What follows belongs to an exercise in optimizing a design on an open flow for small area and a short achievable clock period; a production flow would make more cautious choices. The RTL was checked by simulation tests, not by an equivalence proof against the original design. Power and IR drop assume default switching activity.

==> inputs of build 41 <==
Design rv32i_pipeline, start of the top module:
module rv32i_pipeline #(
	parameter logic [31:0] RESET_PC = 32'h0
) (
	input  wire logic        clk,
	input  wire logic        rst_n,
	input  wire logic        run,
	output logic      [31:0] instr_addr,
	input  wire logic [31:0] instr,
	output logic             wb_valid,
	output logic      [4:0]  wb_rd,
	output logic      [31:0] wb_data
);
	logic [29:0] pc;
	logic        f_reg;
	logic        f_imm;
	logic        f_lui;
	logic [4:0]  f_rd;
	logic [4:0]  f_rs1;
	logic [4:0]  f_rs2;
	logic [2:0]  f_f3;
	logic        f_alt;
	logic        f_wr;
	logic        f_sub;
	logic        f_left;
	logic        f_shift;
	logic [7:0]  f_sel;
	logic        f_fa;
	logic        f_fb;
	logic        f_byp1;
	logic        f_byp2;
	logic [31:1] f_oh1;
	logic [31:1] f_oh2;
	logic        d_wr;    
	logic        d_imm;
	logic        d_lui;
	logic [31:7] d_ins;
	logic        d_sub;   
	logic        d_left;
	logic        d_shift;  
	logic        d_arith;
	logic [7:0]  d_sel;
	logic        d_fa;    
	logic        d_fb;
	logic        d_byp1;  
	logic        d_byp2;
	logic [31:1] d_oh1;   
	logic [31:1] d_oh2;
	logic [31:0] d_ival;
	logic [31:0] d_r1;
	logic [31:0] d_r2;
	logic [31:0] d_r1_rev;
	logic [31:0] d_a;
	logic [31:0] d_b;
	logic [3:0]  d_as;
	logic [4:0]  d_bs;
	logic [4:0]  d_as_r;
	logic [5:0]  d_bs_r;
	logic [31:0] d_bo;
	logic [3:0]  d_s0;
	logic [3:0]  d_s1;
	logic [1:0]  d_s2;
	logic [3:0]  d_y0;    
	logic [3:0]  d_y1;
	logic [1:0]  d_y2;
	logic [2:0]  d_ss;    
	logic [9:0]  d_sh;
	logic        e_wr;
	logic [4:0]  e_rd;
	logic [31:0] e_a;
	logic [31:0] e_b;
	logic        e_cin;
	logic        e_arith;
	logic [7:0]  e_sel;
	logic [9:0]  e_ctl;   
	logic [9:0]  d_ctl;
	logic [9:0]  d_ctlv;
	logic [9:0]  e_sh;    
	logic [9:0]  d_yv;
	logic [9:0]  d_sv;
	logic [31:0] e_y;
	logic [31:0] e_yn;
	logic [31:0] e_y_rev;
	logic        w_v;
	logic [4:0]  w_rd;
	logic [31:0] w_data;
	logic [31:0] regs [1:31];
	logic [31:0] wd;
	assign wd = w_data & {32{rst_n}};
	always_ff @(posedge clk) begin
		for (int i = 1; i < 32; i++)
			if (!rst_n || (w_v && w_rd == 5'(i)))
				regs[i] <= wd;
	end
	assign instr_addr = {pc, RESET_PC[1:0]};
	always_comb begin
  ...
Settings: LEC_CHECK=0, CAP_MARGIN=20, CORE_MARGIN=2, CORE_UTILIZATION=62, CTS_CLUSTER_DIAMETER=70, CTS_CLUSTER_SIZE=25, PLACE_DENSITY=0.66, SETUP_SLACK_MARGIN=2.5, SLEW_MARGIN=20, SYNTH_HIERARCHICAL=1; clock period 5.5 ns.
run.sh (not shown) runs the stock make flow with config.mk's settings and CLKGATE_MAP_FILE= SYNTH_SCRIPT=/design/flow/synth_recipe.tcl, a recipe that flattens the netlist after the stock synthesis.
==> build 12: changes against build 41 <==
- CORE_UTILIZATION: 62 -> 55
- CTS_CLUSTER_DIAMETER: 70 -> 60
- CTS_CLUSTER_SIZE: 25 -> 20
- PLACE_DENSITY: 0.66 -> 0.6
==> trial 51: changes against build 41 <==
- CORE_UTILIZATION: 62 -> 55
- CTS_CLUSTER_DIAMETER: 70 -> unset
- CTS_CLUSTER_SIZE: 25 -> unset
- PLACE_DENSITY: 0.66 -> 0.6
==> results by group <==
Placement
  • GPL Wtd Cong: 0.987
  • Pre-CTS WS: 1.42 ns

Finish
  • NonClk Buf Share: 0.0371
  • ClkCell Share: 0.0564
  • Final #Nets: 4,397

Clock tree
  • Clock buffer count from CTS: 101

Setup path
  • CP delay by family, top: buffers and inverters
  • CP Max Fanout: 4

Routing
  • Wirelength per Cell: 37.0 µm

Power
  • Total power: 26.1 mW

STA
  • Minimum clock period: 3.00 ns

Run status
  • Outcome: complete, no violations
Source of the figures above: build 12

==> results by group <==
Clock tree
  • Clock buffer count from CTS: 69

Run status
  • Outcome: complete, no violations

STA
  • Minimum clock period: 3.02 ns
  • Fmax: 331 MHz

Routing
  • Wirelength per Cell: roughly 38 µm

Setup path
  • Critical path depth: 10
  • CP Max Fanout: 6
  • Crit-path slowest cell: a21oi_2

Finish
  • Area delta synth->final: 11.1%
  • ClkCell Share: 0.0347
  • NonClk Buf Share: 0.0366
  • Final #Nets: around 4,400

Placement
  • Pre-CTS WS: 1.76 ns
  • GPL Wtd Cong: 1.05

Power
  • Total power: 24.0 mW

Synth
  • Largest family of logic cells by synthesized area: compound AO/OA/AOI/OAI gates
Source of the figures above: build 41

==> results by group <==
Run status
  • Outcome: complete, no violations

Finish
  • ClkCell Share: 0.0635
  • Final #Nets: ~4,400
  • NonClk Buf Share: 0.0383
  • Commonest cells after routing, fill and taps aside: edfxtp_1, a222oi_1, nand2_1

Clock tree
  • Post-CTS Setup Bufs: 12
  • Clk Latency, worst-skew pair: between 0.7 and 0.8 ns

Setup path
  • CP delay by family, top: buffers and inverters
  • CP Max Fanout: 4
  • R2r setup slk: 2.56 ns

Placement
  • GPL Wtd Cong: 0.987
  • Pre-CTS WS: 1.42 ns

Routing
  • Final ANT Viol Nets: 0
  • Wirelength per Cell: approximately 37 µm

Global route
  • Largest net degree at the start of global routing: 66
  • GRT Overall Usage: 0.390

Power
  • Total power: 26.8 mW
  • Sequential share of power: 0.465

STA
  • Minimum clock period: 3.00 ns
Source of the figures above: trial 51

separate check: timing with driven ports:
In the flow no input, the clock included, has a driving cell. The finished layouts below were timed again as built, in two steps.
Step 1, drivers: a clkbuf_16 drives clk and a buf_2 each remaining input, both assumed.
Step 2 times the ports against the registers' clock, not the clock port: input delays grow and output delays shrink by t, the midpoint of the rising clock arrivals with the driver on.
a / b / c = no drivers / after step 1 / after step 2; a / b = the first two.
run	t, ns	setup WS [ns]	worst setup path after step 2	pins driven straight from the clock port
build 41	0.741	2.479 / 2.420 / 1.854	input to register	1
build 12	0.786	2.502 / 2.426 / 1.896	input to register	1
trial 51	0.799	2.503 / 2.431 / 1.912	input to register	1
After both steps every run listed still meets setup and hold. The setup slack of build 41, which loses most, moves by -0.059 ns with the drivers and by -0.625 ns with both steps.
